What follows belongs to an exercise in optimizing a design on an open flow for small area, a short achievable clock period and few clock cycles per item; a production flow would make more cautious choices. RTL that was checked went through simulation tests only; none was proved equivalent to the original. Function not checked in runs 2 to 6: the RTL went through the layout flow alone. No activity file was given, so power comes from the tool's default toggle rates.

==> design.v <==
`timescale 1ns/1ps
module fft_top (
  input  logic                       clk,
  input  logic                       reset_i,
  input  logic                       in_valid_i,
  output logic                       in_ready_o,
  input  logic [2*(4 + 4)-1:0] in_sample_i,
  output logic                       out_valid_o,
  input  logic                       out_ready_i,
  output logic [2*(4 + 4)-1:0] out_bin_o,
  output logic                       out_last_o
);
  logic [3:0][15:0] d_q, s_q, hi_q;
  logic [15:0]      bk1_q, bk3_q, bk5_q, bk7_q;
  logic [8:0]       z_q;
  logic             c7_q;
  logic [15:0]      out_q;
  logic             out_v_q;
  logic [2:0] fc_q;       
  logic       pa_cur_q;   
  logic [2:0] pa_q;       
  logic       bk_rdy_q;   
  logic [2:0] jc_q;       
  logic [2:0] ob_q;       
  logic       ir_q;       
  logic       rdy_q;      
  logic       vin_q;      
  logic [15:0] in_q;
  logic       st0_q, st1_q, w2_q, p2_q, p3_q, p4_q, p5_q, p6_q;
  logic       sa_d_q, sa_s0_q, sa_s1_q, sa_s2_q, sa_b1_q, sa_b3_q;
  logic       sb_d_q, sb_s1_q, sb_s2_q, sb_s3_q, sb_b5_q, sb_b7_q;
  logic       jx_q, j3_q;
  logic       evc_q;      
  logic fire, start, step1, out_acc, ev, jstep;
  logic op;
  assign fire    = in_valid_i && rdy_q;
  assign op      = vin_q && ir_q;
  assign start   = st0_q;
  assign step1   = st1_q;
  assign out_acc = !out_v_q || out_ready_i;
  assign ev      = out_acc && evc_q;
  assign jstep   = ev && !ob_q[2];
  logic [2:0] fc_n, pa_n, jc_n;
  logic       pa_cur_n, bk_rdy_n, ir_n;
  always_comb begin
    fc_n = op ? fc_q + 3'd1 : fc_q;
    if (op && fc_q == 3'd7)
      pa_cur_n = 1'b0;
    else if (start)
      pa_cur_n = 1'b1;
    else
      pa_cur_n = pa_cur_q;
    if (start)
      pa_n = 3'd1;
    else if (step1)
      pa_n = 3'd2;
    else if (pa_q >= 3'd2 && pa_q <= 3'd6)
      pa_n = pa_q + 3'd1;
    else
      pa_n = pa_q;
    if (p3_q)
      bk_rdy_n = 1'b1;
    else if (jstep && ob_q == 3'd3)
      bk_rdy_n = 1'b0;
    else
      bk_rdy_n = bk_rdy_q;
    if (p3_q)
      jc_n = 3'd0;
    else if (jstep)
      jc_n = jc_q + 3'd1;
    else
      jc_n = jc_q;
    case (fc_n)
      3'd0:             ir_n = (pa_n >= 3'd1);
      3'd1, 3'd2, 3'd3: ir_n = (pa_n >= 3'd2);
      3'd4, 3'd5:       ir_n = (pa_n >= 3'd4) && (jc_n >= 3'd1);
      3'd6:             ir_n = (pa_n >= 3'd4) && (jc_n >= 3'd3);
      default:          ir_n = pa_cur_n || (pa_n == 3'd7 && !bk_rdy_n);
    endcase
  end
  logic       w2_e, p2_e, p3_e, s1m_e;
  logic [2:0] ob_e;
  always_comb begin
    if (reset_i) begin
      w2_e = 1'b0;
      p2_e = 1'b0;
      p3_e = 1'b0;
      ob_e = 3'd0;
    end else begin
      w2_e = ((pa_n == 3'd7) && !bk_rdy_n && (fc_n == 3'd7) && !pa_cur_n) ||
             (pa_n == 3'd1);
      p2_e = (pa_n == 3'd2);
      p3_e = (pa_n == 3'd3);
      ob_e = ev ? ob_q + 3'd1 : ob_q;
    end
    s1m_e = w2_e || p2_e || p3_e;
  end
  always_ff @(posedge clk) begin
    sa_d_q  <= w2_e;
    sa_s0_q <= p2_e || (!s1m_e && ob_e[1:0] == 2'd0);
    sa_s1_q <= p3_e;
    sa_s2_q <= !s1m_e && ob_e[1:0] == 2'd2;
    sa_b1_q <= !s1m_e && ob_e[1:0] == 2'd1;
    sa_b3_q <= !s1m_e && ob_e[1:0] == 2'd3;
    sb_d_q  <= w2_e;
    sb_s2_q <= p2_e;
    sb_s3_q <= p3_e || (!s1m_e && ob_e[1:0] == 2'd2);
    sb_s1_q <= !s1m_e && ob_e[1:0] == 2'd0;
    sb_b5_q <= !s1m_e && ob_e[1:0] == 2'd1;
    sb_b7_q <= !s1m_e && ob_e[1:0] == 2'd3;
    jx_q    <= ob_e[1];
    j3_q    <= !s1m_e && ob_e[1:0] == 2'd3;
  end
  always_ff @(posedge clk) begin
    if (reset_i) begin
      fc_q     <= 3'd0;
      pa_cur_q <= 1'b0;
      pa_q     <= 3'd7;
      bk_rdy_q <= 1'b0;
      jc_q     <= 3'd4;
      ob_q     <= 3'd0;
      out_v_q  <= 1'b0;
      evc_q    <= 1'b0;
      ir_q     <= 1'b1;
      rdy_q    <= 1'b1;
      vin_q    <= 1'b0;
      st0_q    <= 1'b0;
      st1_q    <= 1'b0;
      w2_q     <= 1'b0;
      p2_q     <= 1'b0;
      p3_q     <= 1'b0;
      p4_q     <= 1'b0;
      p5_q     <= 1'b0;
      p6_q     <= 1'b0;
    end else begin
      st0_q    <= (pa_n == 3'd7) && !bk_rdy_n && (fc_n == 3'd7) && !pa_cur_n;
      st1_q    <= (pa_n == 3'd1) && !pa_cur_n;
      w2_q     <= ((pa_n == 3'd7) && !bk_rdy_n && (fc_n == 3'd7) && !pa_cur_n) ||
                  (pa_n == 3'd1);
      p2_q     <= (pa_n == 3'd2);
      p3_q     <= (pa_n == 3'd3);
      p4_q     <= (pa_n == 3'd4);
      p5_q     <= (pa_n == 3'd5);
      p6_q     <= (pa_n == 3'd6);
      fc_q     <= fc_n;
      pa_cur_q <= pa_cur_n;
      pa_q     <= pa_n;
      bk_rdy_q <= bk_rdy_n;
      jc_q     <= jc_n;
      ir_q     <= ir_n;
      evc_q    <= (ev ? (ob_q[2] ^ (ob_q[1:0] == 2'd3)) : ob_q[2]) || bk_rdy_n;
      vin_q    <= rdy_q ? in_valid_i : vin_q;
      rdy_q    <= !(rdy_q ? in_valid_i : vin_q) || ir_n;
      if (ev) begin
        ob_q    <= ob_q + 3'd1;
        out_v_q <= 1'b1;
      end else if (out_acc) begin
        out_v_q <= 1'b0;
      end
    end
  end
  assign in_ready_o = rdy_q;
  always_ff @(posedge clk) begin
    if (!vin_q || ir_q)
      in_q <= in_sample_i;
  end
  logic [15:0] x_sum, x_dif;
  assign x_sum = {d_q[0][15:8] + in_q[15:8], d_q[0][7:0] + in_q[7:0]};
  assign x_dif = {d_q[0][15:8] - in_q[15:8], d_q[0][7:0] - in_q[7:0]};
  always_ff @(posedge clk) begin
    if (op) begin
      d_q[0] <= d_q[1];
      d_q[1] <= d_q[2];
      d_q[2] <= d_q[3];
      d_q[3] <= fc_q[2] ? x_dif : in_q;
    end
  end
  logic [1:0]  j;
  logic        s1m;
  logic [15:0] opa, opb2;
  logic [7:0]  bx, by;
  logic        c_p, c_m;
  logic [8:0]  t_p, t_m;
  logic [7:0]  s1_lr, s1_hr, s1_p, s1_m;
  assign j   = ob_q[1:0];
  assign s1m = w2_q || p2_q || p3_q;
  assign opa = ({16{sa_d_q}}  & d_q[1]) | ({16{sa_s0_q}} & s_q[0]) |
               ({16{sa_s1_q}} & s_q[1]) | ({16{sa_s2_q}} & s_q[2]) |
               ({16{sa_b1_q}} & bk1_q)  | ({16{sa_b3_q}} & bk3_q);
  assign opb2 = ({16{sb_d_q}}  & {d_q[3][7:0], d_q[3][15:8]}) |
                ({16{sb_s1_q}} & s_q[1]) | ({16{sb_s2_q}} & s_q[2]) |
                ({16{sb_s3_q}} & s_q[3]) | ({16{sb_b5_q}} & bk5_q) |
                ({16{sb_b7_q}} & bk7_q);
  assign bx = opb2[15:8];
  assign by = opb2[7:0];
  assign c_p   = j3_q && !c7_q;
  assign c_m   = !j3_q || c7_q;
  assign t_p   = {opa[7:0], 1'b1} + {by, c_p};
  assign t_m   = {opa[7:0], 1'b1} + {~by, c_m};
  assign s1_lr = opa[15:8] + bx;
  assign s1_hr = opa[15:8] - bx;
  assign s1_p  = t_p[8:1];
  assign s1_m  = t_m[8:1];
  logic              tw7, tw_nr;
  logic signed [7:0] tw_r, tw_i;
  logic signed [8:0] tw_z;
  logic signed [12:0] tw_m;
  logic [7:0]        tw_f;
  assign tw7   = p4_q || p5_q;
  assign tw_nr = p3_q || p4_q;
  assign tw_r  = tw7 ? bk7_q[15:8] : bk5_q[15:8];
  assign tw_i  = tw7 ? bk7_q[7:0]  : bk5_q[7:0];
  assign tw_z  = tw_nr ? {tw_i[7], tw_i} - {tw_r[7], tw_r} : {tw_i[7], tw_i} + {tw_r[7], tw_r};
  assign tw_m  = {{4{z_q[8]}}, z_q} * 13'd11;
  assign tw_f  = tw_m[11:4];
  always_ff @(posedge clk) begin
    z_q <= tw_z;
    if (p6_q)
      c7_q <= (z_q[3:0] == 4'd0);
  end
  always_ff @(posedge clk) begin
    if (start) begin
      bk1_q <= {s1_lr, s1_m};                       
      bk3_q <= {s1_hr, s1_p};                       
    end
    if (step1) begin
      bk5_q <= {s1_lr, s1_m};                       
      bk7_q <= {s1_hr, s1_p};                       
    end
    if (p3_q) bk5_q[15:8] <= tw_f;          
    if (p4_q) bk5_q[7:0]  <= tw_f;          
    if (p5_q) bk7_q[15:8] <= tw_f;          
    if (p6_q) bk7_q[7:0]  <= tw_f;          
  end
  always_ff @(posedge clk) begin
    if (op && fc_q[2])
      s_q[fc_q[1:0]] <= x_sum;
    if (p2_q) begin
      s_q[0] <= {s1_lr, s1_p};                      
      s_q[2] <= {s1_hr, s1_m};                      
    end
    if (p3_q) begin
      s_q[1] <= {s1_lr, s1_p};                      
      s_q[3] <= {s1_m, s1_hr};                      
    end
  end
  logic [15:0] x_lo, x_hi;
  assign x_lo = {s1_lr, jx_q ? s1_m : s1_p};
  assign x_hi = {s1_hr, jx_q ? s1_p : s1_m};
  always_ff @(posedge clk) begin
    if (ev) begin
      out_q      <= ob_q[2] ? hi_q[0] : x_lo;
      hi_q[0]    <= hi_q[1];
      hi_q[1]    <= hi_q[2];
      hi_q[2]    <= hi_q[3];
      hi_q[3]    <= x_hi;
    end
  end
  assign out_valid_o = out_v_q;
  assign out_bin_o   = out_q;
  assign out_last_o  = (ob_q == 3'd0);
endmodule
==> flow/run.sh <==
#!/bin/bash
# The standard layout, except that the port buffers are buf_4 cells
# instead of the default (a slow delay-buffer cell).
set -euo pipefail
export BUFFER_PORTS_ARGS="-buffer_cell sky130_fd_sc_hd__buf_4"
bash standard.sh > standard.log 2>&1
==> standard.sh <==
#!/bin/bash
# synth_recipe.tcl (not shown) runs the flow's synth.tcl, then flattens the netlist and writes it again
# the make line also repeats each setting of config.mk as NAME=value (left out here)
make -C /OpenROAD-flow-scripts/flow DESIGN_CONFIG=/design/flow/config.mk WORK_HOME=/design/flow/orfs CLKGATE_MAP_FILE= SYNTH_SCRIPT=/design/flow/synth_recipe.tcl "${@:-finish}"
==> config.mk <==
export PLATFORM = sky130hd
export DESIGN_NAME = fft_top
export DESIGN_NICKNAME = fft_top
export VERILOG_FILES = /design/flow/design.v
export SDC_FILE = /design/flow/constraint.sdc
export NUM_CORES = 4
export LEC_CHECK = 0
export ABC_AREA = 1
export CAP_MARGIN = 20
export CORE_MARGIN = 2
export CORE_UTILIZATION = 40
export CTS_CLUSTER_DIAMETER = 100
export CTS_CLUSTER_SIZE = 24
export SETUP_SLACK_MARGIN = 3.3
export SLEW_MARGIN = 20
==> constraint.sdc <==
create_clock -name core_clock -period 6.0 [get_ports {clk}]
set_input_delay 1.2000 -clock core_clock [delete_from_list [all_inputs] [get_ports {clk}]]
set_output_delay 1.2000 -clock core_clock [all_outputs]
set_load 0.01 [all_outputs]
==> impl_metrics.yaml, run 1 <==
pwr:
  power_frac_clock_pct: 22.5
  power_leakage_nw: 8.85
  ir_drop_uv: 440
  internal-power_mw: 4.04
  netSwitchingFraction_pct: 35.9
  power_density_nw_per_um2: 289
  seqPwrFrac_pct: 41.1
  power_mw: 6.30
  combPwrFrac_pct: 36.4
  switching_power_mw: 2.26
run:
  drv_cap: 0
finish:
  area_growth_syn_to_layout_pct: 22.7
  fillCellCount: 4052
  fin_util_pct: 49.5
  antennaDiodeCount: 0
  nets: 2166
  drive_above_1_share_pct: 24.6
  regArea_sq_um: 9520
  multiInputGateArea_sq_um: 8550
sta:
  fin_crit_sh_pct: 46.4
  layout_min_cycle_time_ps: 2780
  drv_slew: 0
  hold_viol: 0
  rsz0062_at_grt: "yes"
  fin_setup_tns_ps: 0
  setup_violations: 0
  worst_pin_slew_ps: 800
  slew-limit-headroom_pct: 46.6
  fmax_mhz: 360
  finalClockSkew_ps: 22.8
  timing.hold.ws_ps: 405
synthesis:
  ys_ff_latch: 329
  syn_area_sq_um: 17800
  synth_top_area_share_pct: 48.5
  ys_seq_area_share_pct: 53.2
  synth_area_leaders: "edfxtp_1, nand2_1, ha_1"
  async_flop_share_pct: 0
  yosysTopAreaCell: "edfxtp_1"
  synth_cell_types: 47
  syn-instance-count: 1932
  synth_common_cells: "nand2_1, edfxtp_1, inv_1"
  yosysMostFrequentCell: "nand2_1"
  synth-main-ff-cell: "edfxtp_1"
  synth_fp_nets: 2058
  yosysWarnings: 1
  synth_edf_count: 287
  syn_avg_cell_area_sq_um: 9.20
worst_setup_path:
  crit_type: "flop to flop"
  end_kind: "flop"
  crit_buf_inv: 3
  path_depth: 17
  rr_endpoint: "bk5_q[14]$_DFFE_PP_"
  critPathSlowestCell: "dfxtp_4"
  cp_data_arrival_time_ps: 3070
  cp-startpoint: "sa_d_q$_DFF_P_"
  path_max_fanout: 8
  reg2reg_from: "sa_d_q$_DFF_P_"
  crit_family: "simple AND/OR/NAND/NOR gates"
  path_cells: "buf_12, nand2_8, o21ai_4, a221oi_4, nand3_2, ha_4, fa_2, nand3_2, nand3_2, nand2_2, nand2_2, a21oi_2, inv_1, nand2_2, nand2_4, inv_2, o21ai_1"
  max_stage_delay_ps: 400
  worstRegToRegCells: 17
  r2r_slack_ps: 3220
  crit_path_start_kind: "flop"
  required_ps: 6280
  endpoint: "bk5_q[14]$_DFFE_PP_"
clocking:
  hold_buffers: 0
  tritoncts: "built"
  h-tree-depth: 1
  clkTransAtPathRegs_ps: 100
  cts.sink_count: 329
  clock_latency_ps: 550
  cts_buffer_depth: 3
  cts-root-buf: "clkbuf_16"
  cts_buffers: 18
route:
  wl_per_cell_microns: 21.6
  route.detailed.drc: 0
  drt_iter0_drc: 1629
  avgViaCountPerCell: 5.57
  ant_nets: 0
  num_vias: 14700
  wl_mm: 57.2
  firstDrtPassIters: 5
die:
  io_pins: 39
  num_rows: 77
  die_h_microns: 215
  die_area_sq_um: 46100
  initial_core_util_pct: 40.4
  fp.dieW_microns: 215
  core_area_sq_um: 44000
grt:
  grt_pass1_wl_mm: 83.6
  track_usage_pct: 23.7
  grt_pass1_vias: 13900
  grt.overflow.total: 0
  antenna_found_initial: 1
  grt_max_degree: 63
placement:
  gp_congestion: 0.950
  post-dp-hpwl_mm: 39.1
  io_buffers: 38
worst_hold_path:
  hold_class: "flop to flop"
status:
  status: "timing/DRC/antenna clean"
repair_timing:
action / in CTS / in global routing
setup buffers: 31 / 67
endpoints found under the hold margin: 0 / 0
gates cloned: 5 / 3
setup endpoints to repair: 164 / 127
pin swaps: 29 / 76
gates resized for setup: 178 / 233
kinds of logic after synthesis:
group	after synthesis	synth area share, %
simple gates	777	18.2
xor+xnor	46	2.27
mux	7	0.437
flops	329	53.2
compound gates	345	10.8
buf+inv	322	6.99
fa+ha+maj	106	8.06
cells in the final DEF (no fill, tap or decap), drive strengths merged, types with 8 or more instances in the layout:
cell type	Yosys	final
buf	21	155
a21oi	135	135
nand2	474	474
a31oi	13	13
o21ai	136	136
ha	92	92
xor2	35	35
fa	14	14
edfxtp	287	287
a22oi	19	19
o211ai	8	8
nand3	132	132
nor3	24	24
clkbuf	53	30
o22ai	11	11
dfxtp	42	42
nand4	33	33
nor2	106	108
inv	244	242
xnor2	11	11
power groups by stage:
stage	Clock, mW	Combinational (mW)	Sequential, mW
final	1.42	2.29	2.59
after global routing	1.52	2.46	2.60
after CTS	1.45	1.75	2.58
after detailed placement	0	1.48	2.64
after global placement	0	1.47	2.63
after floorplan	0	1.05	2.62
state kept, by name, summed over array words and instances, names as in the netlist, 3 cells and up:
signal	flops
s_q	64
bk7_q	16
in_q	16
pa_q	3
ob_q	3
z_q	9
out_q	16
bk5_q	16
bk1_q	16
jc_q	3
hi_q	64
fc_q	3
bk3_q	14
d_q	64
cell type report:
class                      count  area share [%]
sequential                   329            43.7
multi-input combinational   1283            39.2
timing repair buffer         158            6.51
inverter                     248            4.55
tap                          592            3.40
clock buffer                  29            2.45
clock inverter                 3           0.155
timing repair inverter         2          0.0746
worst register-to-register path, delay by kind of cell (launching register included):
| family | cells | cell delay (ps) |
|---|---|---|
| adder cells (fa/ha/maj) | 2 | 610 |
| flip-flops | 1 | 400 |
| AO/OA/AOI/OAI | 4 | 540 |
| buffers and inverters | 3 | 290 |
| AND/OR/NAND/NOR | 8 | 690 |
how the worst min path moves through the flow:
stage | startpoint | to | slack, ps | cells past startpoint
finish | d_q[42]$_DFFE_PP_ | d_q[26]$_DFFE_PP_ | 400 | 0
global route | d_q[42]$_DFFE_PP_ | d_q[26]$_DFFE_PP_ | 430 | 0
CTS | d_q[42]$_DFFE_PP_ | d_q[26]$_DFFE_PP_ | 420 | 0
detailed placement | d_q[33]$_DFFE_PP_ | d_q[17]$_DFFE_PP_ | 400 | 0
global placement | d_q[41]$_DFFE_PP_ | d_q[25]$_DFFE_PP_ | 400 | 0
floorplan | d_q[32]$_DFFE_PP_ | d_q[16]$_DFFE_PP_ | 400 | 0
routing by layer:
metal / track usage [%] / wire length [microns]
met3: 2.92 / 5330
met1: 34.4 / 23900
met2: 37.0 / 25700
met4: 7.15 / 2250
met5: 0 / 0
stage by stage:
step | area (sq um) | worst slack (ps) | std cells
floorplan | 17800 | 2440 | 1932
global placement | 18700 | 2310 | 2506
detailed placement | 18700 | 2260 | 2506
CTS | 20300 | 3160 | 2574
global route | 21800 | 3150 | 2644
finish | 21800 | 3220 | 2644
Testbench counts, summed over its fixed seeds: cycles 4,200, frames 512.
==> run 2, diff against run 1 <==
--- a/design.v
+++ b/design.v
@@ -24,7 +24,4 @@
   logic [2:0] ob_q;       
   logic       ir_q;       
-  logic       rdy_q;      
-  logic       vin_q;      
-  logic [15:0] in_q;
   logic       st0_q, st1_q, w2_q, p2_q, p3_q, p4_q, p5_q, p6_q;
   logic       sa_d_q, sa_s0_q, sa_s1_q, sa_s2_q, sa_b1_q, sa_b3_q;
@@ -34,6 +31,6 @@
   logic fire, start, step1, out_acc, ev, jstep;
   logic op;
-  assign fire    = in_valid_i && rdy_q;
-  assign op      = vin_q && ir_q;
+  assign fire    = in_valid_i && ir_q;
+  assign op      = fire;
   assign start   = st0_q;
   assign step1   = st1_q;
@@ -123,6 +120,4 @@
       evc_q    <= 1'b0;
       ir_q     <= 1'b1;
-      rdy_q    <= 1'b1;
-      vin_q    <= 1'b0;
       st0_q    <= 1'b0;
       st1_q    <= 1'b0;
@@ -150,6 +145,4 @@
       ir_q     <= ir_n;
       evc_q    <= (ev ? (ob_q[2] ^ (ob_q[1:0] == 2'd3)) : ob_q[2]) || bk_rdy_n;
-      vin_q    <= rdy_q ? in_valid_i : vin_q;
-      rdy_q    <= !(rdy_q ? in_valid_i : vin_q) || ir_n;
       if (ev) begin
         ob_q    <= ob_q + 3'd1;
@@ -160,9 +153,7 @@
     end
   end
-  assign in_ready_o = rdy_q;
-  always_ff @(posedge clk) begin
-    if (!vin_q || ir_q)
-      in_q <= in_sample_i;
-  end
+  assign in_ready_o = ir_q;
+  logic [15:0] in_q;
+  assign in_q = in_sample_i;
   logic [15:0] x_sum, x_dif;
   assign x_sum = {d_q[0][15:8] + in_q[15:8], d_q[0][7:0] + in_q[7:0]};
==> run.sh (new file) <==
#!/bin/bash
# synth_recipe.tcl (not shown) runs the flow's synth.tcl, then flattens the netlist and writes it again
# the make line also repeats each setting of config.mk as NAME=value (left out here)
make -C /OpenROAD-flow-scripts/flow DESIGN_CONFIG=/design/flow/config.mk WORK_HOME=/design/flow/orfs CLKGATE_MAP_FILE= SYNTH_SCRIPT=/design/flow/synth_recipe.tcl finish
--- a/config.mk
+++ b/config.mk
@@ -10,6 +10,4 @@
 export CORE_MARGIN = 2
 export CORE_UTILIZATION = 40
-export CTS_CLUSTER_DIAMETER = 100
-export CTS_CLUSTER_SIZE = 24
-export SETUP_SLACK_MARGIN = 3.3
+export SETUP_SLACK_MARGIN = 3.0
 export SLEW_MARGIN = 20
removed: flow/run.sh
removed: standard.sh
==> run 2 against run 1 <==
Against the previous run: critical path type unchanged; critical endpoint is now s_q[4]$_DFFE_PP_; cell count decreased by 0.91%; still clean on timing, DRC and antenna; non-clock buffer count decreased by 64; via count decreased by 2.5%; global-route usage increased by 1.3 points.
==> impl_metrics.yaml, run 2 <==
placement:
  post-dp-hpwl_mm: 38.8
  gp_congestion: 0.958
  place_area_sq_um: 18400
  dp_cells: 2509
  io_buffers: 38
sta:
  slew-limit-headroom_pct: 28.1
  worst_pin_slew_ps: 1070
  fin_crit_sh_pct: 49.3
  finalClockSkew_ps: 27.2
  setup_violations: 0
  hold_viol: 0
  fin_setup_tns_ps: 0
  layout_min_cycle_time_ps: 2960
  rsz0062_at_grt: "yes"
  fmax_mhz: 338
  drv_slew: 0
  timing.hold.ws_ps: 409
worst_setup_path:
  worstRegToRegCells: 9
  rr_endpoint: "s_q[4]$_DFFE_PP_"
  r2r_slack_ps: 3040
  crit_path_start_kind: "flop"
  cp_data_arrival_time_ps: 3210
  crit_type: "flop to flop"
  path_max_fanout: 36
  required_ps: 6250
  critPathSlowestCell: "inv_2"
  path_cells: "buf_4, inv_1, ha_4, inv_2, nor3_4, inv_2, o22ai_1, nand2_1, o21ai_0"
  max_stage_delay_ps: 620
  reg2reg_from: "fc_q[0]$_SDFF_PP0_"
  critPathMostFrequentCell: "inv_2"
  end_kind: "flop"
finish:
  final_cell_mix: "nand2_1, edfxtp_1, inv_1, nand3_1, a21oi_1"
  instances_no_fill: 2620
  final_common_cell: "nand2_1"
  drive_above_1_share_pct: 14.2
  final_area_sq_um: 20900
  top_regs: "d_q x64, hi_q x64, s_q x64"
  area_growth_syn_to_layout_pct: 19.7
  antennaDiodeCount: 0
  fillCellCount: 4013
  nets: 2133
synthesis:
  yosysMostFrequentCell: "nand2_1"
  synth_top_family_by_area: "simple AND/OR/NAND/NOR gates"
  async_flop_share_pct: 0
  synth_fa_ha_area_share_pct: 8.21
  synth_cell_types: 50
  yosysWarnings: 1
  syn_area_sq_um: 17400
  synth-compound-area-share_pct: 10.5
  synth_fp_nets: 2067
  ys_ff_latch: 311
  synth-main-ff-cell: "edfxtp_1"
  synthXorXnorAreaFrac_pct: 2.46
  yosysTopAreaCell: "edfxtp_1"
  synth_common_cells: "nand2_1, edfxtp_1, inv_1"
  synth_edf_count: 271
  syn-instance-count: 1941
  ys_seq_area_share_pct: 51.3
  synthMuxAreaShare_pct: 0.445
  syn_avg_cell_area_sq_um: 8.98
  synth-simple-area-share_pct: 19.8
  synth_top_area_share_pct: 46.7
  synth_area_leaders: "edfxtp_1, nand2_1, ha_1"
die:
  fp.dieW_microns: 213
  core_area_sq_um: 43100
  die_area_sq_um: 45300
  initial_core_util_pct: 40.5
  die_h_microns: 213
  io_pins: 39
  num_rows: 76
clocking:
  cts-root-buf: "clkbuf_16"
  clock_latency_ps: 560
  cts.sink_count: 311
  cts_buffer_depth: 3
  tritoncts: "built"
  cts_buffers: 38
  clkTransAtPathRegs_ps: 60
  h-tree-depth: 2
route:
  drt_iter0_drc: 1778
  wl_mm: 56.1
  ant_nets: 0
  wl_per_cell_microns: 21.4
  avgViaCountPerCell: 5.49
  num_vias: 14400
  firstDrtPassIters: 6
  route.detailed.drc: 0
grt:
  antenna_found_initial: 1
  grt_pass1_vias: 13800
  track_usage_pct: 24.9
  grt_pass1_wl_mm: 83.7
  grt_max_degree: 65
  grt.overflow.total: 0
worst_hold_path:
  worstHoldStart: "hi_q[31]$_DFFE_PN_"
  hold_class: "flop to flop"
  hold_path_end: "hi_q[15]$_DFFE_PN_"
  hold-path-cell-count: 0
run:
  drv_cap: 0
pwr:
  power_density_nw_per_um2: 470
  ir_drop_uv: 326
  power_leakage_nw: 8.68
status:
  status: "timing/DRC/antenna clean"
## run 2: cell types whose count changed after synthesis, sizes merged, moves of 5 or more
cell    previous run  this run
o21ai            136       121
a21oi            135       129
nand2            474       483
nor2             106       121
o211ai             8        13
buf               21        31
clkbuf            53        41
nand3            132       141
edfxtp           287       271
## run 2: worst max path at each step
stage / end / start / cells after the start / slack (ps)
after floorplan: sa_s0_q$_DFF_P_ / out_ready_i / 7 / 2420
after global placement: s_q[35]$_DFFE_PP_ / fc_q[0]$_SDFF_PP0_ / 7 / 1620
after detailed placement: s_q[38]$_DFFE_PP_ / fc_q[0]$_SDFF_PP0_ / 8 / 1720
after CTS: s_q[13]$_DFFE_PP_ / sb_s1_q$_DFF_P_ / 13 / 2990
after global routing: out_q[5]$_DFFE_PN_ / sa_s0_q$_DFF_P_ / 15 / 2920
final: s_q[4]$_DFFE_PP_ / fc_q[0]$_SDFF_PP0_ / 9 / 3040
## run 2: critical path, delay by kind of cell (launching register included)
kind                       cells  cell delay (ps)
buffers and inverters          4             1540
adders and majority gates      1              330
DFF                            1              300
AOI/OAI and AO/OA              2              260
and+or+nand+nor                2              190
## run 2: where the power goes
group          switching (mW)  total, mW  leakage [nW]  internal [mW]
registers               0.143       2.90          2.83           2.75
clock network           0.934       2.35         0.610           1.42
logic                    3.09       4.55          5.24           1.46
total                    4.17       9.80          8.68           5.64
## run 2: metrics by stage
| step | setup slack (ps) | power (mW) | util (%) |
|---|---|---|---|
| 5_1_grt | 2920 | 10.3 | 48.4 |
| 2_1_floorplan | 2420 | 5.42 | - |
| 4_1_cts | 2990 | 9.36 | 47.0 |
| 3_5_place_dp | 1720 | 6.76 | 42.7 |
| 6_report | 3040 | 9.80 | 48.4 |
| 3_3_place_gp | 1620 | 6.73 | 42.7 |
## run 2: logic make-up (layout without fill, tap and decap cells)
logic type	after synthesis	in the layout
muxes	7	7
and+or+nand+nor	821	822
adders and majority gates	106	106
AOI/OAI and AO/OA	325	325
buffers and inverters	322	415
xor gates and xnor gates	49	49
DFF	311	311
## run 2: layer usage
metal / part of all wire [%] / up-vias / global-route usage, %
met3: 8.3 / 149 / 4.91
met4: 4.5 / 2 / 9.62
li1: - / 6687 / -
met2: 45 / 641 / 39.3
met5: 0.036 / - / 0
met1: 42 / 6894 / 33.9
## run 2: final cells by class
class                      instances  area (sq um)  share of cell area, %
clock buffer                      50          1060                   5.08
clock inverter                    18           201                  0.965
inverter                         250           980                   4.69
multi-input combinational       1309          8000                   38.3
sequential                       311          8960                   43.0
tap                              585           732                   3.51
timing repair buffer              94           911                   4.37
timing repair inverter             3          22.5                  0.108
## run 2: what timing repair did
| action | in CTS | in global routing |
|---|---|---|
| gates cloned | 4 | 0 |
| setup endpoints to repair | 182 | 170 |
| resized for setup | 84 | 118 |
| hold buffers | 0 | 0 |
| pin swaps | 12 | 26 |
| buffers inserted | 21 | 18 |
==> run 3, diff against run 2 <==
==> flow/run.sh (new file) <==
#!/bin/bash
# The standard layout, except that the port buffers are buf_4 cells
# instead of the default (a slow delay-buffer cell).
set -euo pipefail
export BUFFER_PORTS_ARGS="-buffer_cell sky130_fd_sc_hd__buf_4"
bash standard.sh > standard.log 2>&1
==> standard.sh (new file) <==
#!/bin/bash
# synth_recipe.tcl (not shown) runs the flow's synth.tcl, then flattens the netlist and writes it again
# the make line also repeats each setting of config.mk as NAME=value (left out here)
make -C /OpenROAD-flow-scripts/flow DESIGN_CONFIG=/design/flow/config.mk WORK_HOME=/design/flow/orfs CLKGATE_MAP_FILE= SYNTH_SCRIPT=/design/flow/synth_recipe.tcl "${@:-finish}"
--- a/config.mk
+++ b/config.mk
@@ -10,4 +10,6 @@
 export CORE_MARGIN = 2
 export CORE_UTILIZATION = 40
+export CTS_CLUSTER_DIAMETER = 100
+export CTS_CLUSTER_SIZE = 24
 export SETUP_SLACK_MARGIN = 3.0
 export SLEW_MARGIN = 20
removed: run.sh
==> run 3 against run 2 <==
Against the previous run: still clean on timing, DRC and antenna; sequential share of layout area up 2.4 points; largest power group unchanged; critical path type unchanged; largest cell class unchanged; global-route usage fell by 0.31 points; cell count fell by 1.5%; sequential power hardly changed; highest routed layer is now met4; die area unchanged; via count about the same.
==> impl_metrics.yaml, run 3 <==
synthesis:
  syn-instance-count: 1941
  async_flop_share_pct: 0
  ys_seq_area_share_pct: 51.3
  syn_area_sq_um: 17400
  synth_fp_nets: 2067
  synth_cell_types: 50
  synth-main-ff-cell: "edfxtp_1"
  synth_common_cells: "nand2_1, edfxtp_1, inv_1"
  yosysTopAreaCell: "edfxtp_1"
  synth_edf_count: 271
  ys_ff_latch: 311
  syn_avg_cell_area_sq_um: 8.98
  synth_area_leaders: "edfxtp_1, nand2_1, ha_1"
  synth_top_area_share_pct: 46.7
  yosysMostFrequentCell: "nand2_1"
  yosysWarnings: 1
clocking:
  tritoncts: "built"
  clkTransAtPathRegs_ps: 110
  cts.sink_count: 311
  clock_latency_ps: 540
  cts-root-buf: "clkbuf_16"
  h-tree-depth: 1
  cts_buffers: 17
  cts_buffer_depth: 3
finish:
  area_growth_syn_to_layout_pct: 13.5
  final_cell_mix: "nand2_1, edfxtp_1, inv_1, nand3_1, a21oi_1"
  nets: 2110
  final_common_cell: "nand2_1"
  top_regs: "d_q x64, hi_q x64, s_q x64"
  fin_util_pct: 45.9
  antennaDiodeCount: 0
  drive_above_1_share_pct: 12.8
pwr:
  power_mw: 8.60
  power_leakage_nw: 8.27
  ir_drop_uv: 451
  power_density_nw_per_um2: 434
sta:
  setup_violations: 0
  slew-limit-headroom_pct: 28.7
  fin_setup_tns_ps: 0
  hold_viol: 0
  worst_pin_slew_ps: 1060
  fin_crit_sh_pct: 48.9
  finalClockSkew_ps: 28.3
  rsz0062_at_grt: "yes"
  layout_min_cycle_time_ps: 2930
  fmax_mhz: 341
  drv_slew: 0
  timing.final.ws_setup_ps: 3070
worst_setup_path:
  cp_data_arrival_time_ps: 3230
  path_cells: "clkinvlp_4, o21ai_0, nor3_2, inv_1, ha_1, inv_1, nor3_1, a21oi_1, xor2_2, buf_4, nor2_1, a21oi_1"
  max_stage_delay_ps: 430
  crit_family: "simple AND/OR/NAND/NOR gates"
  path_max_fanout: 7
  crit_path_start_kind: "flop"
  crit_buf_inv: 4
  required_ps: 6300
  end_kind: "flop"
  crit_type: "flop to flop"
  critPathSlowestCell: "ha_1"
route:
  firstDrtPassIters: 8
  wl_mm: 56.4
  avgViaCountPerCell: 5.57
  num_vias: 14400
  wl_per_cell_microns: 21.9
  route.detailed.drc: 0
  drt_iter0_drc: 1758
  ant_nets: 0
die:
  io_pins: 39
  die_h_microns: 213
  core_area_sq_um: 43100
  fp.dieW_microns: 213
  initial_core_util_pct: 40.5
  num_rows: 76
  die_area_sq_um: 45300
placement:
  io_buffers: 38
  post-dp-hpwl_mm: 39.5
  dp_slack_ps: 1540
  gp_congestion: 0.959
worst_hold_path:
  hold_class: "flop to flop"
grt:
  grt_max_degree: 65
  track_usage_pct: 24.6
  grt_pass1_vias: 13700
  antenna_found_initial: 0
  grt.overflow.total: 0
  grt_pass1_wl_mm: 83.2
run:
  drv_cap: 0
status:
  status: "timing/DRC/antenna clean"
-- run 3: through the flow --
step	cell area, sq um	instances	hold slack [ps]
after floorplan	17500	1941	400
after global placement	18300	2507	401
after detailed placement	18300	2507	405
after CTS	19200	2555	409
after global routing	19800	2580	418
final	19800	2580	407
-- run 3: kinds of logic (layout without fill, tap and decap cells) --
group | Yosys count | count (layout) | synth area share, %
xor+xnor | 49 | 49 | 2.46
mux | 7 | 7 | 0.445
compound gates | 325 | 325 | 10.5
simple gates | 821 | 822 | 19.8
flops | 311 | 311 | 51.3
fa+ha+maj | 106 | 106 | 8.21
buf+inv | 322 | 375 | 7.23
-- run 3: metal layers --
layer / GRT usage (%) / part of all wire (%) / vias to the layer above
li1: - / - / 6626
met2: 38.3 / 44 / 685
met1: 34.3 / 42 / 6921
met4: 10.7 / 4.9 / 0
met3: 3.56 / 8.6 / 146
met5: 0 / 0 / -
-- run 3: where the power goes --
part	internal, mW	leakage [nW]	switching (mW)
clock	0.571	0.251	0.752
sequential	2.75	2.83	0.138
combinational	1.32	5.19	3.07
-- run 3: layout make-up --
type | instances | area, sq um
clock buffers | 26 | 480
clock inverters | 4 | 35.0
fillers | 4141 | 23300
inverters | 250 | 986
multi-input cells | 1309 | 7760
flip-flops and latches | 311 | 8970
well taps | 585 | 732
repair buffers | 92 | 800
repair inverters | 3 | 18.8
-- run 3: what timing repair did --
item | 4_1_cts | 5_1_grt
hold buffers | 0 | 0
pin swaps | 8 | 21
cloned | 4 | 1
setup endpoints to repair | 180 | 144
setup buffers | 14 | 24
resized for setup | 66 | 79
-- run 3: path summary, 6_finish.rpt --
kind                                         start                  to  slack, ps  depth (start not counted)
worst max-delay path               sb_s1_q$_DFF_P_   s_q[14]$_DFFE_PP_       3070                         12
worst min-delay path            hi_q[32]$_DFFE_PN_  hi_q[16]$_DFFE_PN_        410                          0
worst max register to register     sb_s1_q$_DFF_P_   s_q[14]$_DFFE_PP_       3070                         12
worst min register to register  hi_q[32]$_DFFE_PN_  hi_q[16]$_DFFE_PN_        410                          0
==> run 4, diff against run 3 <==
--- a/design.v
+++ b/design.v
@@ -21,7 +21,9 @@
   logic [2:0] pa_q;       
   logic       bk_rdy_q;   
-  logic [2:0] jc_q;       
   logic [2:0] ob_q;       
   logic       ir_q;       
+  logic       rdy_q;      
+  logic       vin_q;      
+  logic [15:0] in_q;
   logic       st0_q, st1_q, w2_q, p2_q, p3_q, p4_q, p5_q, p6_q;
   logic       sa_d_q, sa_s0_q, sa_s1_q, sa_s2_q, sa_b1_q, sa_b3_q;
@@ -31,6 +33,6 @@
   logic fire, start, step1, out_acc, ev, jstep;
   logic op;
-  assign fire    = in_valid_i && ir_q;
-  assign op      = fire;
+  assign fire    = in_valid_i && rdy_q;
+  assign op      = vin_q && ir_q;
   assign start   = st0_q;
   assign step1   = st1_q;
@@ -38,5 +40,6 @@
   assign ev      = out_acc && evc_q;
   assign jstep   = ev && !ob_q[2];
-  logic [2:0] fc_n, pa_n, jc_n;
+  logic [2:0] fc_n, pa_n, ob_n;
+  logic       j1_done, j3_done;
   logic       pa_cur_n, bk_rdy_n, ir_n;
   always_comb begin
@@ -62,15 +65,12 @@
     else
       bk_rdy_n = bk_rdy_q;
-    if (p3_q)
-      jc_n = 3'd0;
-    else if (jstep)
-      jc_n = jc_q + 3'd1;
-    else
-      jc_n = jc_q;
+    ob_n    = ev ? ob_q + 3'd1 : ob_q;
+    j1_done = !bk_rdy_n || (!ob_n[2] && ob_n[1:0] != 2'd0);
+    j3_done = !bk_rdy_n || (!ob_n[2] && ob_n[1:0] == 2'd3);
     case (fc_n)
       3'd0:             ir_n = (pa_n >= 3'd1);
       3'd1, 3'd2, 3'd3: ir_n = (pa_n >= 3'd2);
-      3'd4, 3'd5:       ir_n = (pa_n >= 3'd4) && (jc_n >= 3'd1);
-      3'd6:             ir_n = (pa_n >= 3'd4) && (jc_n >= 3'd3);
+      3'd4, 3'd5:       ir_n = (pa_n >= 3'd4) && j1_done;
+      3'd6:             ir_n = (pa_n >= 3'd4) && j3_done;
       default:          ir_n = pa_cur_n || (pa_n == 3'd7 && !bk_rdy_n);
     endcase
@@ -115,9 +115,10 @@
       pa_q     <= 3'd7;
       bk_rdy_q <= 1'b0;
-      jc_q     <= 3'd4;
       ob_q     <= 3'd0;
       out_v_q  <= 1'b0;
       evc_q    <= 1'b0;
       ir_q     <= 1'b1;
+      rdy_q    <= 1'b1;
+      vin_q    <= 1'b0;
       st0_q    <= 1'b0;
       st1_q    <= 1'b0;
@@ -142,7 +143,8 @@
       pa_q     <= pa_n;
       bk_rdy_q <= bk_rdy_n;
-      jc_q     <= jc_n;
       ir_q     <= ir_n;
       evc_q    <= (ev ? (ob_q[2] ^ (ob_q[1:0] == 2'd3)) : ob_q[2]) || bk_rdy_n;
+      vin_q    <= rdy_q ? in_valid_i : vin_q;
+      rdy_q    <= !(rdy_q ? in_valid_i : vin_q) || ir_n;
       if (ev) begin
         ob_q    <= ob_q + 3'd1;
@@ -153,7 +155,9 @@
     end
   end
-  assign in_ready_o = ir_q;
-  logic [15:0] in_q;
-  assign in_q = in_sample_i;
+  assign in_ready_o = rdy_q;
+  always_ff @(posedge clk) begin
+    if (!vin_q || ir_q)
+      in_q <= in_sample_i;
+  end
   logic [15:0] x_sum, x_dif;
   assign x_sum = {d_q[0][15:8] + in_q[15:8], d_q[0][7:0] + in_q[7:0]};
==> run.sh (new file) <==
#!/bin/bash
# synth_recipe.tcl (not shown) runs the flow's synth.tcl, then flattens the netlist and writes it again
# the make line also repeats each setting of config.mk as NAME=value (left out here)
make -C /OpenROAD-flow-scripts/flow DESIGN_CONFIG=/design/flow/config.mk WORK_HOME=/design/flow/orfs CLKGATE_MAP_FILE= SYNTH_SCRIPT=/design/flow/synth_recipe.tcl finish
removed: flow/run.sh
removed: standard.sh
==> run 4 against run 3 <==
Against the previous run: count of clock-buffer cells in the layout grew 1; power fell by 46%; fmax decreased by 1.6%; sequential power decreased by 12%; still clean; non-clock buffer count grew 4; sequential share of layout area rose by 1.3 points; area after synthesis rose by 1.8%; combinational power shrank 83%; global-route usage decreased by 1.5 points.
==> impl_metrics.yaml, run 4 <==
placement:
  post-dp-hpwl_mm: 39.0
  io_buffers: 38
  place_area_sq_um: 18700
  gp_congestion: 0.960
route:
  firstDrtPassIters: 7
  wl_per_cell_microns: 21.2
  drt_iter0_drc: 1502
  num_vias: 14200
  route.detailed.drc: 0
  ant_nets: 0
  wl_mm: 54.5
  avgViaCountPerCell: 5.53
synthesis:
  yosysMostFrequentCell: "nand2_1"
  synth-main-ff-cell: "edfxtp_1"
  yosysWarnings: 1
  synth_cell_types: 50
  synth_fp_nets: 2041
  synth_common_cells: "nand2_1, edfxtp_1, inv_1"
  ys_seq_area_share_pct: 53.0
  async_flop_share_pct: 0
  synth_area_leaders: "edfxtp_1, nand2_1, ha_1"
  synth_top_area_share_pct: 48.6
  synth_edf_count: 287
  syn-instance-count: 1916
  syn_area_sq_um: 17700
  yosysTopAreaCell: "edfxtp_1"
  syn_avg_cell_area_sq_um: 9.26
  ys_ff_latch: 326
pwr:
  ir_drop_uv: 139
  power_leakage_nw: 8.35
  power_density_nw_per_um2: 232
finish:
  final_common_cell: "nand2_1"
  antennaDiodeCount: 0
  top_regs: "d_q x64, hi_q x64, s_q x64"
  nets: 2088
  area_growth_syn_to_layout_pct: 13.8
  final_area_sq_um: 20200
  final_cell_mix: "nand2_1, edfxtp_1, inv_1, a21oi_1, nand3_1"
  drive_above_1_share_pct: 11.1
worst_setup_path:
  end_kind: "flop"
  endpoint: "s_q[39]$_DFFE_PP_"
  crit_buf_inv: 4
  critPathMostFrequentCell: "nand2_1"
  r2r_slack_ps: 3020
  reg2reg_from: "sa_s1_q$_DFF_P_"
  rr_endpoint: "s_q[39]$_DFFE_PP_"
  cp-startpoint: "sa_s1_q$_DFF_P_"
  crit_family: "compound AO/OA/AOI/OAI gates"
  required_ps: 6300
  critPathSlowestCell: "ha_2"
  crit_type: "flop to flop"
  worstRegToRegCells: 15
  path_depth: 15
  path_cells: "clkinvlp_4, buf_4, o21ai_0, a221oi_1, o211ai_1, ha_2, inv_2, a21oi_1, nand2_1, nand2_1, nand2_1, nand3_1, nand2_2, o21ai_0, inv_1"
  crit_path_start_kind: "flop"
  max_stage_delay_ps: 420
  cp_data_arrival_time_ps: 3280
  path_max_fanout: 6
die:
  die_h_microns: 215
  fp.dieW_microns: 215
  die_area_sq_um: 46100
  io_pins: 39
  core_area_sq_um: 44000
  num_rows: 77
  initial_core_util_pct: 40.3
sta:
  hold_viol: 0
  fin_setup_tns_ps: 0
  fin_crit_sh_pct: 49.7
  drv_slew: 0
  rsz0062_at_grt: "yes"
  worst_pin_slew_ps: 949
  slew-limit-headroom_pct: 36.8
  layout_min_cycle_time_ps: 2980
  setup_violations: 0
  finalClockSkew_ps: 31.6
  fmax_mhz: 336
run:
  drv_cap: 0
clocking:
  h-tree-depth: 1
  cts-root-buf: "clkbuf_16"
  clkTransAtPathRegs_ps: 110
  cts.sink_count: 326
  cts_buffer_depth: 3
  hold_buffers: 0
  cts_buffers: 18
  tritoncts: "built"
  clock_latency_ps: 560
grt:
  grt_max_degree: 65
  grt.overflow.total: 0
  antenna_found_initial: 0
  grt_pass1_wl_mm: 82.1
  track_usage_pct: 23.2
  grt_pass1_vias: 13600
worst_hold_path:
  worstHoldStart: "d_q[47]$_DFFE_PP_"
  hold_class: "flop to flop"
status:
  status: "timing/DRC/antenna clean"
[run 4: changes by cell type after synthesis, sizes merged, moves of 3 or more]
cell | before | now
o21ai | 121 | 131
edfxtp | 271 | 287
or2 | 8 | 3
nor2 | 121 | 93
inv | 247 | 239
a31oi | 9 | 6
a22oi | 17 | 21
nand2 | 483 | 491
xnor2 | 13 | 9
xor2 | 36 | 45
nand3 | 141 | 118
[run 4: metrics by stage]
stage	power (mW)	hold WS [ps]	setup WS, ps	util, %	std cells
finish	4.68	424	3020	45.9	2567
global route	4.85	430	2870	45.9	2567
CTS	4.65	422	2970	44.5	2536
detailed placement	3.26	405	2190	42.5	2495
global placement	3.25	401	2090	42.5	2495
floorplan	3.03	400	2550	-	1916
[run 4: cell families (layout without fill, tap and decap cells)]
| logic type | after synthesis | count (layout) | synth area share (%) |
|---|---|---|---|
| muxes | 7 | 7 | 0.437 |
| AOI/OAI and AO/OA | 339 | 339 | 10.8 |
| adders and majority gates | 105 | 105 | 8.00 |
| buffers and inverters | 314 | 372 | 6.95 |
| xor gates and xnor gates | 54 | 54 | 2.71 |
| DFF | 326 | 326 | 53.0 |
| and+or+nand+nor | 771 | 772 | 18.2 |
[run 4: area by class of cell]
class	instances	area [sq um]
timing repair buffer	96	910
inverter	242	948
clock inverter	5	47.5
fill	4269	23800
multi-input combinational	1277	7600
timing repair inverter	2	12.5
tap	592	741
clock buffer	27	505
sequential	326	9430
[run 4: timing repair]
| action | CTS | global route |
|---|---|---|
| setup buffers | 7 | 29 |
| pin swaps | 8 | 28 |
| gates cloned | 2 | 2 |
| resized for setup | 63 | 92 |
| endpoints found under the setup margin | 136 | 161 |
[run 4: worst register-to-register path, cell delays in order (launching register included)]
cell        delay [ps]
dfxtp_4            380
clkinvlp_4         150
buf_4              150
o21ai_0             90
a221oi_1           230
o211ai_1           210
ha_2               420
inv_2               80
a21oi_1            200
nand2_1            120
nand2_1            130
nand2_1             70
nand3_1            100
nand2_2            150
o21ai_0            210
inv_1               50
[run 4: layer usage]
metal | vias to the layer above | track usage, % | share of wire, %
met3 | 117 | 4.37 | 9.3
met1 | 6813 | 32.4 | 42
met5 | - | 0 | 0
met4 | 0 | 7.27 | 3.6
li1 | 6581 | - | -
met2 | 684 | 36.5 | 45
[run 4: how the worst min path moves through the flow]
stage	cells past startpoint	end	slack [ps]
floorplan	0	d_q[16]$_DFFE_PP_	400
global placement	0	hi_q[42]$_DFFE_PP_	400
detailed placement	0	hi_q[19]$_DFFE_PP_	400
CTS	0	hi_q[19]$_DFFE_PP_	420
global route	0	hi_q[19]$_DFFE_PP_	430
finish	0	d_q[31]$_DFFE_PP_	420
[run 4: where the power goes]
group          switching, mW  internal, mW  leakage, nW
registers             0.0304          2.52         2.96
clock network          0.786         0.604        0.267
logic                  0.505         0.233         5.12
==> run 5, diff against run 4 <==
--- a/config.mk
+++ b/config.mk
@@ -11,5 +11,5 @@
 export CORE_UTILIZATION = 40
 export CTS_CLUSTER_DIAMETER = 100
-export CTS_CLUSTER_SIZE = 24
+export CTS_CLUSTER_SIZE = 20
 export SETUP_SLACK_MARGIN = 3.0
 export SLEW_MARGIN = 20
==> run 5 against run 4 <==
Against the previous run: sequential share of layout area up 0.053 points; combinational power shrank 0.9%; flip-flop and latch count unchanged; area after synthesis stayed put; sequential power hardly changed; fmax barely moved; cell count about the same; count of clock-buffer cells in the layout grew 7.
==> impl_metrics.yaml, run 5 <==
status:
  status: "timing/DRC/antenna clean"
clocking:
  cts_buffers: 20
  clkTransAtPathRegs_ps: 90
  h-tree-depth: 1
  tritoncts: "built"
  hold_buffers: 0
  clock_latency_ps: 560
  cts.sink_count: 326
  cts_buffer_depth: 3
  cts-root-buf: "clkbuf_16"
worst_setup_path:
  cp-startpoint: "sa_d_q$_DFF_P_"
  crit_path_start_kind: "flop"
  rr_endpoint: "s_q[55]$_DFFE_PP_"
  endpoint: "s_q[55]$_DFFE_PP_"
  path_max_fanout: 26
  required_ps: 6310
  crit_type: "flop to flop"
  cp_data_arrival_time_ps: 3290
  worstRegToRegCells: 15
  end_kind: "flop"
  r2r_slack_ps: 3020
  reg2reg_from: "sa_d_q$_DFF_P_"
synthesis:
  yosysMostFrequentCell: "nand2_1"
  synth_fp_nets: 2041
  synth_area_leaders: "edfxtp_1, nand2_1, ha_1"
  async_flop_share_pct: 0
  synth_edf_count: 287
  yosysTopAreaCell: "edfxtp_1"
  syn-instance-count: 1916
  ys_ff_latch: 326
  synth-main-ff-cell: "edfxtp_1"
  ys_seq_area_share_pct: 53.0
  synth_top_area_share_pct: 48.6
  syn_avg_cell_area_sq_um: 9.26
  syn_area_sq_um: 17700
  synth_common_cells: "nand2_1, edfxtp_1, inv_1"
  yosysWarnings: 1
  synth_cell_types: 50
grt:
  antenna_found_initial: 1
  grt_max_degree: 65
  grt.overflow.total: 0
  grt_pass1_vias: 13700
  track_usage_pct: 23.2
  grt_pass1_wl_mm: 82.3
finish:
  final_cell_mix: "nand2_1, edfxtp_1, inv_1, a21oi_1, nand3_1"
  nets: 2085
  drive_above_1_share_pct: 10.7
  antennaDiodeCount: 0
  final_common_cell: "nand2_1"
  fillCellCount: 4264
  area_growth_syn_to_layout_pct: 13.6
  top_regs: "d_q x64, hi_q x64, s_q x64"
  final_area_sq_um: 20200
pwr:
  power_mw: 4.72
  power_leakage_nw: 8.34
  ir_drop_uv: 182
  power_density_nw_per_um2: 234
die:
  num_rows: 77
  fp.dieW_microns: 215
  die_area_sq_um: 46100
  core_area_sq_um: 44000
  initial_core_util_pct: 40.3
  io_pins: 39
  die_h_microns: 215
sta:
  fmax_mhz: 335
  fin_setup_tns_ps: 0
  timing.hold.ws_ps: 418
  hold_viol: 0
  drv_slew: 0
  layout_min_cycle_time_ps: 2980
  slew-limit-headroom_pct: 36.0
  finalClockSkew_ps: 25.0
  setup_violations: 0
  worst_pin_slew_ps: 959
  fin_crit_sh_pct: 49.7
  rsz0062_at_grt: "yes"
placement:
  io_buffers: 38
  place_area_sq_um: 18700
  post-dp-hpwl_mm: 39.0
  gp_congestion: 0.960
run:
  drv_cap: 0
route:
  wl_mm: 54.3
  avgViaCountPerCell: 5.54
  route.detailed.drc: 0
  drt_iter0_drc: 1415
  num_vias: 14200
  ant_nets: 0
  firstDrtPassIters: 8
  wl_per_cell_microns: 21.2
worst_hold_path:
  hold_class: "flop to flop"
==> run 5: what timing repair did <==
item / in CTS / in global routing
setup buffers: 7 / 24
pin swaps: 9 / 26
resized for setup: 64 / 84
gates cloned: 2 / 2
setup endpoints to repair: 136 / 165
==> run 5: cells by family after synthesis <==
family / count (synthesis) / synth area share [%]
and+or+nand+nor: 771 / 18.2
AOI/OAI and AO/OA: 339 / 10.8
DFF: 326 / 53.0
buffers and inverters: 314 / 6.95
adders and majority gates: 105 / 8.00
xor gates and xnor gates: 54 / 2.71
muxes: 7 / 0.437
==> run 5: power breakdown <==
part | total [mW] | switching, mW | internal (mW)
combinational | 0.731 | 0.501 | 0.230
sequential | 2.55 | 0.0304 | 2.52
clock | 1.44 | 0.777 | 0.662
==> run 5: worst max-delay path: stages (launching register included) <==
cell,delay (ps)
dfxtp_4,370
buf_12,160
nand2_1,190
o21ai_0,210
nor3_2,230
inv_1,70
ha_1,350
inv_2,140
nand2_1,80
or2_2,300
nand3_1,110
inv_1,50
nand2_1,70
nand2_2,150
nor2_1,170
a21oi_1,60
==> run 5: how the worst min path moves through the flow <==
stage / cells past startpoint / endpoint / start
after global placement: 0 / hi_q[42]$_DFFE_PP_ / hi_q[58]$_DFFE_PP_
after global routing: 0 / d_q[16]$_DFFE_PP_ / d_q[32]$_DFFE_PP_
after floorplan: 0 / d_q[16]$_DFFE_PP_ / d_q[32]$_DFFE_PP_
after detailed placement: 0 / hi_q[19]$_DFFE_PP_ / hi_q[35]$_DFFE_PP_
final: 0 / d_q[16]$_DFFE_PP_ / d_q[32]$_DFFE_PP_
after CTS: 0 / hi_q[1]$_DFFE_PP_ / hi_q[17]$_DFFE_PP_
==> run 5: layer usage <==
metal  GRT usage, %  vias up  share of wire [%]
met5              0        -              0.024
met4           7.27        2                3.5
met3           4.51      111                9.5
met2           36.5      713                 45
met1           32.4     6813                 42
li1               -     6570                  -
==> run 5: cell type report <==
cell class                 count  area (sq um)  share of cell area (%)
inverter                     242           943                    4.68
timing repair buffer          91           868                    4.31
tap                          592           741                    3.67
clock inverter                 2          15.0                  0.0745
sequential                   326          9420                    46.7
clock buffer                  34           574                    2.85
multi-input combinational   1277          7590                    37.6
timing repair inverter         2          10.0                  0.0496
==> run 5: metrics by stage <==
step	util [%]	worst slack [ps]	std cells
after detailed placement	42.5	2190	2495
after floorplan	-	2550	1916
after global routing	45.8	2800	2566
after global placement	42.5	2090	2495
final	45.8	3020	2566
after CTS	44.6	2980	2540
==> run 6, diff against run 5 <==
--- a/design.v
+++ b/design.v
@@ -16,5 +16,5 @@
   logic             c7_q;
   logic [15:0]      out_q;
-  logic             out_v_q;
+  logic             out_v_q, out_last_q;
   logic [2:0] fc_q;       
   logic       pa_cur_q;   
@@ -76,5 +76,5 @@
     endcase
   end
-  logic       w2_e, p2_e, p3_e, s1m_e;
+  logic       w2_e, p2_e, p3_e, jm_e;
   logic [2:0] ob_e;
   always_comb begin
@@ -84,4 +84,5 @@
       p3_e = 1'b0;
       ob_e = 3'd0;
+      jm_e = 1'b0;
     end else begin
       w2_e = ((pa_n == 3'd7) && !bk_rdy_n && (fc_n == 3'd7) && !pa_cur_n) ||
@@ -90,22 +91,22 @@
       p3_e = (pa_n == 3'd3);
       ob_e = ev ? ob_q + 3'd1 : ob_q;
-    end
-    s1m_e = w2_e || p2_e || p3_e;
+      jm_e = bk_rdy_n && !ob_e[2];
+    end
   end
   always_ff @(posedge clk) begin
     sa_d_q  <= w2_e;
-    sa_s0_q <= p2_e || (!s1m_e && ob_e[1:0] == 2'd0);
+    sa_s0_q <= p2_e || (jm_e && ob_e[1:0] == 2'd0);
     sa_s1_q <= p3_e;
-    sa_s2_q <= !s1m_e && ob_e[1:0] == 2'd2;
-    sa_b1_q <= !s1m_e && ob_e[1:0] == 2'd1;
-    sa_b3_q <= !s1m_e && ob_e[1:0] == 2'd3;
+    sa_s2_q <= jm_e && ob_e[1:0] == 2'd2;
+    sa_b1_q <= jm_e && ob_e[1:0] == 2'd1;
+    sa_b3_q <= jm_e && ob_e[1:0] == 2'd3;
     sb_d_q  <= w2_e;
     sb_s2_q <= p2_e;
-    sb_s3_q <= p3_e || (!s1m_e && ob_e[1:0] == 2'd2);
-    sb_s1_q <= !s1m_e && ob_e[1:0] == 2'd0;
-    sb_b5_q <= !s1m_e && ob_e[1:0] == 2'd1;
-    sb_b7_q <= !s1m_e && ob_e[1:0] == 2'd3;
+    sb_s3_q <= p3_e || (jm_e && ob_e[1:0] == 2'd2);
+    sb_s1_q <= jm_e && ob_e[1:0] == 2'd0;
+    sb_b5_q <= jm_e && ob_e[1:0] == 2'd1;
+    sb_b7_q <= jm_e && ob_e[1:0] == 2'd3;
     jx_q    <= ob_e[1];
-    j3_q    <= !s1m_e && ob_e[1:0] == 2'd3;
+    j3_q    <= jm_e && ob_e[1:0] == 2'd3;
   end
   always_ff @(posedge clk) begin
@@ -246,4 +247,5 @@
     if (ev) begin
       out_q      <= ob_q[2] ? hi_q[0] : x_lo;
+      out_last_q <= (ob_q == 3'd7);
       hi_q[0]    <= hi_q[1];
       hi_q[1]    <= hi_q[2];
@@ -254,4 +256,4 @@
   assign out_valid_o = out_v_q;
   assign out_bin_o   = out_q;
-  assign out_last_o  = (ob_q == 3'd0);
+  assign out_last_o  = out_last_q;
 endmodule
==> flow/run.sh (new file) <==
#!/bin/bash
# The standard layout, except that the port buffers are buf_4 cells
# instead of the default (a slow delay-buffer cell).
set -euo pipefail
export BUFFER_PORTS_ARGS="-buffer_cell sky130_fd_sc_hd__buf_4"
bash standard.sh > standard.log 2>&1
==> standard.sh (new file) <==
#!/bin/bash
# synth_recipe.tcl (not shown) runs the flow's synth.tcl, then flattens the netlist and writes it again
# the make line also repeats each setting of config.mk as NAME=value (left out here)
make -C /OpenROAD-flow-scripts/flow DESIGN_CONFIG=/design/flow/config.mk WORK_HOME=/design/flow/orfs CLKGATE_MAP_FILE= SYNTH_SCRIPT=/design/flow/synth_recipe.tcl "${@:-finish}"
--- a/config.mk
+++ b/config.mk
@@ -11,5 +11,5 @@
 export CORE_UTILIZATION = 40
 export CTS_CLUSTER_DIAMETER = 100
-export CTS_CLUSTER_SIZE = 20
+export CTS_CLUSTER_SIZE = 24
 export SETUP_SLACK_MARGIN = 3.0
 export SLEW_MARGIN = 20
removed: run.sh
==> run 6 against run 5 <==
Against the previous run: largest cell class unchanged; fmax increased by 1.1%; register-to-register slack improved by 30 ps; critical endpoint is now s_q[44]$_DFFE_PP_; worst hold slack got worse by 3.0 ps.
==> impl_metrics.yaml, run 6 <==
clocking:
  cts-root-buf: "clkbuf_16"
  cts_buffers: 18
  cts.sink_count: 327
  tritoncts: "built"
  clock_latency_ps: 540
  clkTransAtPathRegs_ps: 100
  h-tree-depth: 1
  cts_buffer_depth: 3
finish:
  final_cell_mix: "nand2_1, edfxtp_1, inv_1, nand3_1, a21oi_1"
  drive_above_1_share_pct: 12.8
  antennaDiodeCount: 0
  top_regs: "d_q x64, hi_q x64, s_q x64"
  final_area_sq_um: 20400
  fin_util_pct: 46.0
  fillCellCount: 4225
  instances_no_fill: 2638
  area_growth_syn_to_layout_pct: 12.9
  nets: 2159
  final_common_cell: "nand2_1"
grt:
  grt_pass1_wl_mm: 85.8
  grt.overflow.total: 0
  grt_max_degree: 76
  track_usage_pct: 24.2
  grt_pass1_vias: 14100
  antenna_found_initial: 0
synthesis:
  synth_fp_nets: 2121
  ys_ff_latch: 327
  synth_top_area_share_pct: 47.8
  syn_avg_cell_area_sq_um: 9.07
  synth-main-ff-cell: "edfxtp_1"
  yosysWarnings: 1
  synth_common_cells: "nand2_1, edfxtp_1, inv_1"
  syn-instance-count: 1996
  ys_seq_area_share_pct: 52.1
  syn_area_sq_um: 18100
  synth_edf_count: 288
  yosysMostFrequentCell: "nand2_1"
  synth_cell_types: 56
  synth_area_leaders: "edfxtp_1, nand2_1, ha_1"
  yosysTopAreaCell: "edfxtp_1"
  async_flop_share_pct: 0
route:
  route.detailed.drc: 0
  wl_per_cell_microns: 22.2
  num_vias: 14800
  firstDrtPassIters: 6
  ant_nets: 0
  drt_iter0_drc: 1794
  wl_mm: 58.5
  avgViaCountPerCell: 5.61
die:
  num_rows: 77
  fp.dieW_microns: 217
  initial_core_util_pct: 40.7
  io_pins: 39
  die_h_microns: 217
  core_area_sq_um: 44400
  die_area_sq_um: 47000
placement:
  io_buffers: 38
  gp_congestion: 0.960
  post-dp-hpwl_mm: 41.1
  place_area_sq_um: 18900
  dp_cells: 2566
worst_hold_path:
  hold_class: "flop to flop"
  hold-path-cell-count: 0
  worstHoldStart: "d_q[37]$_DFFE_PP_"
pwr:
  power_mw: 4.19
  power_leakage_nw: 8.72
  ir_drop_uv: 141
  power_density_nw_per_um2: 205
worst_setup_path:
  end_kind: "flop"
  crit_path_start_kind: "flop"
  required_ps: 6270
  max_stage_delay_ps: 390
  reg2reg_from: "sa_d_q$_SDFF_PP0_"
  path_max_fanout: 16
  cp_data_arrival_time_ps: 3220
  path_cells: "buf_12, nand2_1, o21ai_0, a221oi_2, nand3_2, ha_1, fa_2, inv_1, a21oi_1, o21ai_2, xor2_2, buf_4, a22oi_1"
  worstRegToRegCells: 13
  cp-startpoint: "sa_d_q$_SDFF_PP0_"
  r2r_slack_ps: 3050
  crit_type: "flop to flop"
  critPathSlowestCell: "fa_2"
status:
  status: "timing/DRC/antenna clean"
sta:
  fin_setup_tns_ps: 0
  drv_slew: 0
  layout_min_cycle_time_ps: 2950
  fmax_mhz: 339
  hold_viol: 0
  worst_pin_slew_ps: 1010
  fin_crit_sh_pct: 49.1
  rsz0062_at_grt: "yes"
  slew-limit-headroom_pct: 32.7
  finalClockSkew_ps: 24.9
  setup_violations: 0
run:
  drv_cap: 0
## run 6: logic make-up (layout without fill, tap and decap cells)
| family | Yosys count | count (layout) | synth area share, % |
|---|---|---|---|
| mux | 1 | 1 | 0.0553 |
| compound gates | 312 | 312 | 9.71 |
| buf+inv | 323 | 373 | 7.20 |
| fa+ha+maj | 105 | 105 | 7.84 |
| flops | 327 | 327 | 52.1 |
| xor+xnor | 44 | 44 | 2.30 |
| simple gates | 884 | 884 | 20.8 |
## run 6: worst max-delay path: cells and delay by family (launching register included)
family	cells	cell delay [ps]
AO/OA/AOI/OAI	5	750
adder cells (fa/ha/maj)	2	680
buffers and inverters	3	450
flip-flops	1	380
AND/OR/NAND/NOR	2	250
XOR/XNOR	1	170
## run 6: power breakdown
group / internal, mW / switching (mW) / total [mW]
Combinational: 0.0927 / 0.217 / 0.310
Clock: 0.606 / 0.775 / 1.38
Sequential: 2.48 / 0.0180 / 2.50
## run 6: what timing repair did
action                                  4_1_cts  5_1_grt
hold endpoints to repair                      0        0
gates resized for setup                      52       82
endpoints found under the setup margin      139      111
setup buffers                                10       26
gates cloned                                  1        3
hold buffers                                  0        0
pin swaps                                     4       13
## run 6: path summary, 6_finish.rpt
check / endpoint
max: s_q[44]$_DFFE_PP_
min: d_q[21]$_DFFE_PP_
max reg2reg: s_q[44]$_DFFE_PP_
min reg2reg: d_q[21]$_DFFE_PP_
## run 6: cell type report
cell class	count	area, sq um	area share [%]
Sequential cell	327	9460	46.3
Multi-Input combinational cell	1346	7830	38.3
Inverter	249	973	4.76
Timing Repair Buffer	92	878	4.30
Tap cell	592	741	3.63
Clock buffer	28	509	2.49
Clock inverter	4	41.3	0.202
## run 6: through the flow
stage	setup WS, ps	hold WS [ps]
final	3050	415
after global routing	2960	426
after floorplan	2680	400
after CTS	3000	419
after global placement	2100	401
after detailed placement	2100	405
## run 6: per-layer routing
layer	wire length [microns]	vias up	global-route usage [%]	part of all wire (%)
met5	0	-	0	0
met4	2540	0	9.84	4.3
met3	5470	143	3.75	9.4
met2	26400	740	37.8	45
met1	24100	7169	33.6	41
li1	-	6741	-	-

-- re-timing with driven ports --
How much do the figures lean on ideal ports? The routed layouts below were timed once more, with nothing changed but the port constraints.
Step 1 (the two cells are an assumption about what drives the block):
set clk [get_ports {clk}]
set_driving_cell -lib_cell sky130_fd_sc_hd__clkbuf_16 $clk
set_driving_cell -lib_cell sky130_fd_sc_hd__buf_2 [delete_from_list [all_inputs] $clk]
Step 2 times the ports against the registers' clock, not the clock port: input delays grow and output delays shrink by t, the midpoint of the rising clock arrivals with the driver on.
Slacks: ideal ports / drivers / drivers and shift; pairs: ideal ports / drivers.
run | t (ns) | setup slack, ns | cell pins on the clock port's net
run 1 | 0.591 | 3.219 / 3.219 / 3.042 | 1
run 2 | 0.599 | 3.039 / 3.027 / 2.541 | 1
run 3 | 0.584 | 3.068 / 3.068 / 2.583 | 1
run 4 | 0.594 | 3.021 / 3.021 / 2.680 | 1
run 5 | 0.601 | 3.018 / 3.018 / 2.606 | 1
run 6 | 0.579 | 3.051 / 3.051 / 3.029 | 1
After both steps every run listed still meets setup and hold. The setup slack of run 2, which loses most, moves by -0.012 ns with the drivers and by -0.498 ns with both steps.
